This is an optimization exercise on Yosys and OpenROAD, whose aim is small area, not a production implementation. Function was checked by simulation only, so behaviour that the tests miss may differ from the original. Power is estimated from default activity; no workload was simulated.

==> flow/design.v <==
`timescale 1ns/100ps
`default_nettype none
module cpuTop #(
	parameter logic [15:0] resetPc = '0
) (
	input wire clk,
	input wire rst,
	input wire [15:0] instr,
	output logic [15:0] instrAddr,
	output logic [15:0] dataAddr,
	output logic [15:0] dataWrData,
	output logic dataWrite,
	output logic dataRead,
	input wire [15:0] dataRdData
);
	localparam logic [2:0] sClr = 3'd0;   
	localparam logic [2:0] sEx  = 3'd1;   
	localparam logic [2:0] sBr  = 3'd2;   
	localparam logic [2:0] sLw  = 3'd3;   
	localparam logic [2:0] sSw  = 3'd4;   
	localparam logic [2:0] sInc = 3'd5;   
	logic [2:0] state;
	logic [1:0] phase;
	logic [15:0] regs [1:15];
	logic [15:0] pc;
	logic [15:0] xr;        
	logic aluC, incC, eqF;
	wire [3:0] op = instr[15:12];
	wire [3:0] rd = instr[11:8];
	wire [3:0] rs1 = instr[7:4];
	wire [3:0] rs2 = instr[3:0];
	wire ex = (state == sEx);
	wire isAddi = (op == 4'b1001);
	wire isMem = (op[3:2] == 2'b00) & (op[1:0] == 2'b01 || op[1:0] == 2'b10);
	wire isLw = (op == 4'b0001);
	wire isJmp = (op == 4'b0011);
	wire isBr = (op[3:1] == 3'b010);
	wire isAluR = (op == 4'b1000) || (op == 4'b1011) || (op == 4'b1100) || (op == 4'b1111);
	logic [3:0] selA;
	always_comb begin
		if (ex && isMem) selA = {2'b10, instr[9:8]};
		else if ((ex && isAddi) || state == sBr) selA = rd;
		else selA = rs1;
	end
	wire [3:0] portA = (selA == 4'd0) ? 4'd0 : regs[selA][3:0];
	wire [3:0] portB = (rs2 == 4'd0) ? 4'd0 : regs[rs2][3:0];
	logic [3:0] pcNib, immNib;
	always_comb begin
		case (phase)
			2'd0: pcNib = pc[3:0];
			2'd1: pcNib = pc[7:4];
			2'd2: pcNib = pc[11:8];
			default: pcNib = pc[15:12];
		endcase
	end
	always_comb begin
		immNib = 4'd0;
		if (isJmp) begin
			case (phase)
				2'd0: immNib = instr[3:0];
				2'd1: immNib = instr[7:4];
				2'd2: immNib = instr[11:8];
				default: immNib = {4{instr[11]}};
			endcase
		end else if (isMem) begin
			case (phase)
				2'd0: immNib = {instr[2:0], 1'b0};
				2'd1: immNib = instr[6:3];
				default: immNib = {4{instr[7]}};
			endcase
		end else begin
			case (phase)
				2'd0: immNib = instr[3:0];
				2'd1: immNib = instr[7:4];
				default: immNib = {4{instr[7]}};
			endcase
		end
	end
	wire doSub = ex & (isAluR & (op == 4'b1100));
	wire doNand = ex & (op == 4'b1011);
	wire doOr = ex & (op == 4'b1111);
	wire [3:0] aluA = (ex && isJmp) ? pcNib : portA;
	logic [3:0] aluB;
	always_comb begin
		if (state == sBr) aluB = 4'd0;
		else if (ex && (isAluR || isBr)) aluB = portB;
		else aluB = immNib;
	end
	wire cin = (phase == 2'd0) ? (doSub | (ex & isJmp)) : aluC;
	wire [4:0] sum = {1'b0, aluA} + {1'b0, doSub ? ~aluB : aluB} + {4'd0, cin};
	logic [3:0] aluY;
	always_comb begin
		if (doNand) aluY = ~(aluA & aluB);
		else if (doOr) aluY = aluA | aluB;
		else aluY = sum[3:0];
	end
	wire eqNib = (aluA == aluB);
	wire eqAll = eqNib & ((phase == 2'd0) | eqF);
	wire taken = (op[0] ? !eqAll : eqAll);
	wire incCin = (phase == 2'd0) ? 1'b1 : incC;
	wire [4:0] inc = {1'b0, pcNib} + {4'd0, incCin};
	logic [3:0] wrNib;
	logic [15:0] wrEn;
	always_comb begin
		wrEn = '0;
		wrNib = aluY;
		case (state)
			sClr: begin
				wrEn = '1;
				wrNib = 4'd0;
			end
			sEx: if (isAluR || isAddi) wrEn[rd] = 1'b1;
			sLw: begin
				wrEn[{2'b11, instr[11:10]}] = 1'b1;
				case (phase)
					2'd0: wrNib = dataRdData[3:0];
					2'd1: wrNib = dataRdData[7:4];
					2'd2: wrNib = dataRdData[11:8];
					default: wrNib = dataRdData[15:12];
				endcase
			end
			default: ;
		endcase
	end
	always_ff @(posedge clk) begin
		for (int i = 1; i < 16; i++) begin
			regs[i] <= {wrEn[i] ? wrNib : regs[i][3:0], regs[i][15:4]};
		end
	end
	logic [3:0] xNib;
	always_comb begin
		case (phase)
			2'd0: xNib = resetPc[3:0];
			2'd1: xNib = resetPc[7:4];
			2'd2: xNib = resetPc[11:8];
			default: xNib = resetPc[15:12];
		endcase
		if (state == sClr) ;  
		else if ((ex && (isMem || isJmp)) || state == sBr) xNib = aluY;
		else xNib = inc[3:0];
	end
	wire holdX = (state == sLw);
	always_ff @(posedge clk) begin
		if (!holdX) xr <= {xNib, xr[15:4]};
		aluC <= sum[4];
		incC <= inc[4];
		eqF <= eqAll;
	end
	wire last = (phase == 2'd3);
	logic ldPc;
	logic [2:0] nextState;
	always_comb begin
		ldPc = 1'b0;
		nextState = sEx;
		case (state)
			sClr: ldPc = 1'b1;
			sEx: begin
				if (isMem) nextState = isLw ? sLw : sSw;
				else if (isBr && taken) nextState = sBr;
				else ldPc = 1'b1;
			end
			sLw: nextState = sInc;
			default: ldPc = 1'b1;
		endcase
	end
	always_ff @(posedge clk) begin
		if (last && ldPc) pc <= {xNib, xr[15:4]};
	end
	always_ff @(posedge clk or posedge rst) begin
		if (rst) begin
			state <= sClr;
			phase <= 2'd0;
		end else begin
			phase <= phase + 2'd1;
			if (last) state <= nextState;
		end
	end
	assign instrAddr = pc;
	assign dataAddr = xr;
	assign dataRead = (state == sLw);
	assign dataWrite = (state == sSw) && (phase == 2'd0);
	always_comb begin
		case (instr[11:10])
			2'd0: dataWrData = regs[12];
			2'd1: dataWrData = regs[13];
			2'd2: dataWrData = regs[14];
			default: dataWrData = regs[15];
		endcase
	end
endmodule
`default_nettype wire
Settings: LEC_CHECK=0, ABC_AREA=1, CAP_MARGIN=0, CORE_MARGIN=2, CORE_UTILIZATION=40, GPL_TIMING_DRIVEN=0, SLEW_MARGIN=0; clock period 10.0 ns.
standard.sh (not shown) runs the stock make flow with config.mk's settings and CLKGATE_MAP_FILE= SYNTH_SCRIPT=/design/flow/synth_recipe.tcl, a recipe that flattens the netlist after the stock synthesis.
==> flow/flow/run.sh <==
#!/bin/bash
# Own flow: the standard ORFS flow with three changes.
#  1. Synthesis is ORFS's own (synth_recipe.tcl via standard.sh) but its ABC step
#     uses flow/abc_area.script, an area-oriented mapping without ABC's
#     buffering and up-sizing, and adders are left to ABC (no ADDER_MAP_FILE). The registers are checked against the standard
#     synthesis; if they differ in any way, the standard netlist is used.
#  2. Port buffers are the smallest buffer, sky130_fd_sc_hd__buf_1.
#  3. Clock tree synthesis without dummy loads, with flow/cts_args.txt.
set -uo pipefail
W=$(pwd)
R=$W/orfs/results/$FLOW_PLATFORM/cpuTop/base

# 1. reference: the standard synthesis
bash standard.sh synth > $W/synth_standard.log 2>&1 || exit 1
cp $R/1_2_yosys.v $W/reference_1_2_yosys.v

# same synthesis scripts, own ABC script
cp -r $FLOW_HOME/scripts $W/myscripts
cp $W/flow/abc_area.script $W/myscripts/abc_area.script
rm -rf $W/orfs
if bash standard.sh synth SCRIPTS_DIR=$W/myscripts ADDER_MAP_FILE= > $W/synth_own.log 2>&1 \
	&& python3 $W/flow/cmpregs.py $W/reference_1_2_yosys.v $R/1_2_yosys.v > $W/cmpregs.log 2>&1; then
	echo "using own synthesis"
else
	echo "own synthesis unusable; using the standard synthesis"
	rm -rf $W/orfs
	bash standard.sh synth > $W/synth_standard2.log 2>&1 || exit 1
fi

CTS="$(cat $W/flow/cts_args.txt)"
bash standard.sh finish "BUFFER_PORTS_ARGS=-buffer_cell sky130_fd_sc_hd__buf_1" "CTS_ARGS=$CTS" > $W/layout.log 2>&1 || exit 1
ls -l $W/out
==> flow/flow/abc_area.script <==
strash
&get -n
&fraig -x
&put
scorr
dc2
dretime
strash
&get -n
&dch -f
&nf -R 1000 -F 5000 -A 5000
&put
mfs3 -a
==> flow/flow/cmpregs.py <==
#!/usr/bin/env python3
# Compare the registers (instance name and cell type, drive strength ignored)
# of two gate-level netlists; exit 1 if they differ.
import re, sys

def regs(path):
    text = open(path).read()
    out = {}
    for m in re.finditer(r'^\s*(sky130_fd_sc_hd__(\w+?)_\d+)\s+(\\\S+|\S+)\s*\(', text, re.M):
        base = m.group(2)
        if re.match(r'(df|edf|sdf|dl)', base):
            out[m.group(3)] = base
    return out

a, b = regs(sys.argv[1]), regs(sys.argv[2])
print(f"reference registers: {len(a)}, new: {len(b)}")
if a != b:
    for k in sorted(set(a) | set(b)):
        if a.get(k) != b.get(k):
            print("differs:", k, a.get(k), b.get(k))
    sys.exit(1)
print("registers match")
==> flow/flow/cts_args.txt <==
-sink_clustering_enable -repair_clock_nets -dont_use_dummy_load -buf_list sky130_fd_sc_hd__clkbuf_4 -sink_clustering_size 10 -sink_clustering_max_diameter 40
The baseline completed without violations.
==> next run, changes <==
==> flow/flow/cts_args.txt (replaced) <==
-sink_clustering_enable -repair_clock_nets -dont_use_dummy_load -buf_list sky130_fd_sc_hd__clkbuf_4 -sink_clustering_size 12 -sink_clustering_max_diameter 30
Outcome:
- count of clock-buffer cells in the layout goes up by 11
- first-iteration DRC count came out lower by 5.7%
- total power increases by 1.8%
- die area stays the same
- synthesized area stays the same
- final area came out higher by 0.80%
- global-route usage rose by 0.14 points
- via count grows by 0.96%
- setup slack is worse by 0.045 ns
- clock power rose by 11%
==> next run, changes <==
--- a/flow/flow/run.sh
+++ b/flow/flow/run.sh
@@ -3,5 +3,6 @@
 #  1. Synthesis is ORFS's own (synth_recipe.tcl via standard.sh) but its ABC step
 #     uses flow/abc_area.script, an area-oriented mapping without ABC's
-#     buffering and up-sizing, and adders are left to ABC (no ADDER_MAP_FILE). The registers are checked against the standard
+#     buffering and up-sizing, and adders are left to ABC (no ADDER_MAP_FILE, and no
+#     Kogge-Stone extra map: SYNTH_OPERATIONS_ARGS is set to the harmless -noshare). The registers are checked against the standard
 #     synthesis; if they differ in any way, the standard netlist is used.
 #  2. Port buffers are the smallest buffer, sky130_fd_sc_hd__buf_1.
@@ -19,5 +20,5 @@
 cp $W/flow/abc_area.script $W/myscripts/abc_area.script
 rm -rf $W/orfs
-if bash standard.sh synth SCRIPTS_DIR=$W/myscripts ADDER_MAP_FILE= > $W/synth_own.log 2>&1 \
+if bash standard.sh synth SCRIPTS_DIR=$W/myscripts ADDER_MAP_FILE= SYNTH_OPERATIONS_ARGS=-noshare > $W/synth_own.log 2>&1 \
 	&& python3 $W/flow/cmpregs.py $W/reference_1_2_yosys.v $R/1_2_yosys.v > $W/cmpregs.log 2>&1; then
 	echo "using own synthesis"
--- a/flow/flow/abc_area.script
+++ b/flow/flow/abc_area.script
@@ -12,2 +12,3 @@
 &put
 mfs3 -a
+mfs3 -a
==> flow/flow/cts_args.txt (replaced) <==
-sink_clustering_enable -repair_clock_nets -dont_use_dummy_load -buf_list sky130_fd_sc_hd__clkbuf_4 -sink_clustering_size 11 -sink_clustering_max_diameter 40
The new run finished with timing, DRC and antenna clean.
Synthesized cell count rose by about 40%.
Via count rose by about 16%.
Wire length rose by 8.9%.
Design area rose by 9.4%.
Clock-buffer cell count fell by 11.
Sequential power fell by about 4%.
Sequential share of layout area fell by 5.1 points.
Die area rose by 11%.
==> next run, changes <==
--- a/flow/flow/run.sh
+++ b/flow/flow/run.sh
@@ -3,6 +3,5 @@
 #  1. Synthesis is ORFS's own (synth_recipe.tcl via standard.sh) but its ABC step
 #     uses flow/abc_area.script, an area-oriented mapping without ABC's
-#     buffering and up-sizing, and adders are left to ABC (no ADDER_MAP_FILE, and no
-#     Kogge-Stone extra map: SYNTH_OPERATIONS_ARGS is set to the harmless -noshare). The registers are checked against the standard
+#     buffering and up-sizing, and adders are left to ABC (no ADDER_MAP_FILE). The registers are checked against the standard
 #     synthesis; if they differ in any way, the standard netlist is used.
 #  2. Port buffers are the smallest buffer, sky130_fd_sc_hd__buf_1.
@@ -20,5 +19,5 @@
 cp $W/flow/abc_area.script $W/myscripts/abc_area.script
 rm -rf $W/orfs
-if bash standard.sh synth SCRIPTS_DIR=$W/myscripts ADDER_MAP_FILE= SYNTH_OPERATIONS_ARGS=-noshare > $W/synth_own.log 2>&1 \
+if bash standard.sh synth SCRIPTS_DIR=$W/myscripts ADDER_MAP_FILE= > $W/synth_own.log 2>&1 \
 	&& python3 $W/flow/cmpregs.py $W/reference_1_2_yosys.v $R/1_2_yosys.v > $W/cmpregs.log 2>&1; then
 	echo "using own synthesis"
==> flow/flow/abc_area.script (replaced) <==
strash
&get -n
&fraig -x
&put
scorr
dc2
dretime
strash
&get -n
&dch -f
&nf
&put
==> flow/flow/cts_args.txt (replaced) <==
-sink_clustering_enable -repair_clock_nets -dont_use_dummy_load -buf_list sky130_fd_sc_hd__clkbuf_4 -sink_clustering_size 12 -sink_clustering_max_diameter 50
- CAP_MARGIN: 0 -> 20
- GPL_TIMING_DRIVEN: 0 -> not set
- SLEW_MARGIN: 0 -> 20
The changed run finished clean.
Wire length is lower by 6.9%.
Final cell count is lower by 22%.
Worst setup slack is worse by 0.79 ns.
Maximum frequency is lower by 11%.
Via count is lower by 12%.
Critical path depth is lower by 9.
Utilization is lower by 0.31 points.
==> next run, changes <==
==> flow/flow/abc_area.script (replaced) <==
strash
&get -n
&fraig -x
&put
scorr
dc2
dretime
strash
&get -n
&dch -f
&nf -R 1000 -F 5000 -A 5000
&put
mfs3 -a
==> flow/flow/cts_args.txt (replaced) <==
-sink_clustering_enable -repair_clock_nets -dont_use_dummy_load -buf_list sky130_fd_sc_hd__clkbuf_4 -sink_clustering_size 11 -sink_clustering_max_diameter 40
- CAP_MARGIN: 20 -> 5
- GPL_TIMING_DRIVEN: not set -> 0
- SLEW_MARGIN: 20 -> 5
What happened: First-iteration DRC count fell by 5.1%. Design area fell by 0.66%. Sequential cell count is unchanged. Combinational power fell by about 0.6%. Power rose by 1.4%. Cell count fell by 0.33%.

## afterwards: timing with drivers on the ports
The results above use ideal ports. As a check the final layouts listed here were re-extracted and re-timed, cells and wires unchanged.
Step 1 assumes that a clkbuf_16 drives the clock port and a buf_2 every other input.
Step 2 times the ports against the registers' clock, not the clock port: input delays grow and output delays shrink by t, the midpoint of the rising clock arrivals with the driver on.
Slacks: ideal / step 1 / step 2; pairs: ideal / step 1.
| run | t (ns) | setup slack, ns | latest minus earliest clock arrival (ns) | worst register clock-pin slew, ns |
|---|---|---|---|---|
| the first run | 0.632 | 1.901 / 1.906 / 1.274 | 0.074 / 0.074 | 0.11 / 0.11 |
| the second run | 0.652 | 1.856 / 1.860 / 1.207 | 0.107 / 0.107 | 0.11 / 0.11 |
| the third run | 0.657 | 3.618 / 3.620 / 2.962 | 0.094 / 0.093 | 0.11 / 0.11 |
| the fourth run | 0.680 | 2.828 / 2.837 / 2.156 | 0.134 / 0.135 | 0.13 / 0.13 |
| the fifth run | 0.625 | 1.891 / 1.888 / 1.263 | 0.080 / 0.080 | 0.11 / 0.11 |
After both steps setup and hold are still met in every run listed. The setup slack of the fourth run, which loses most, moves by +0.009 ns with the drivers and by -0.672 ns with both steps.
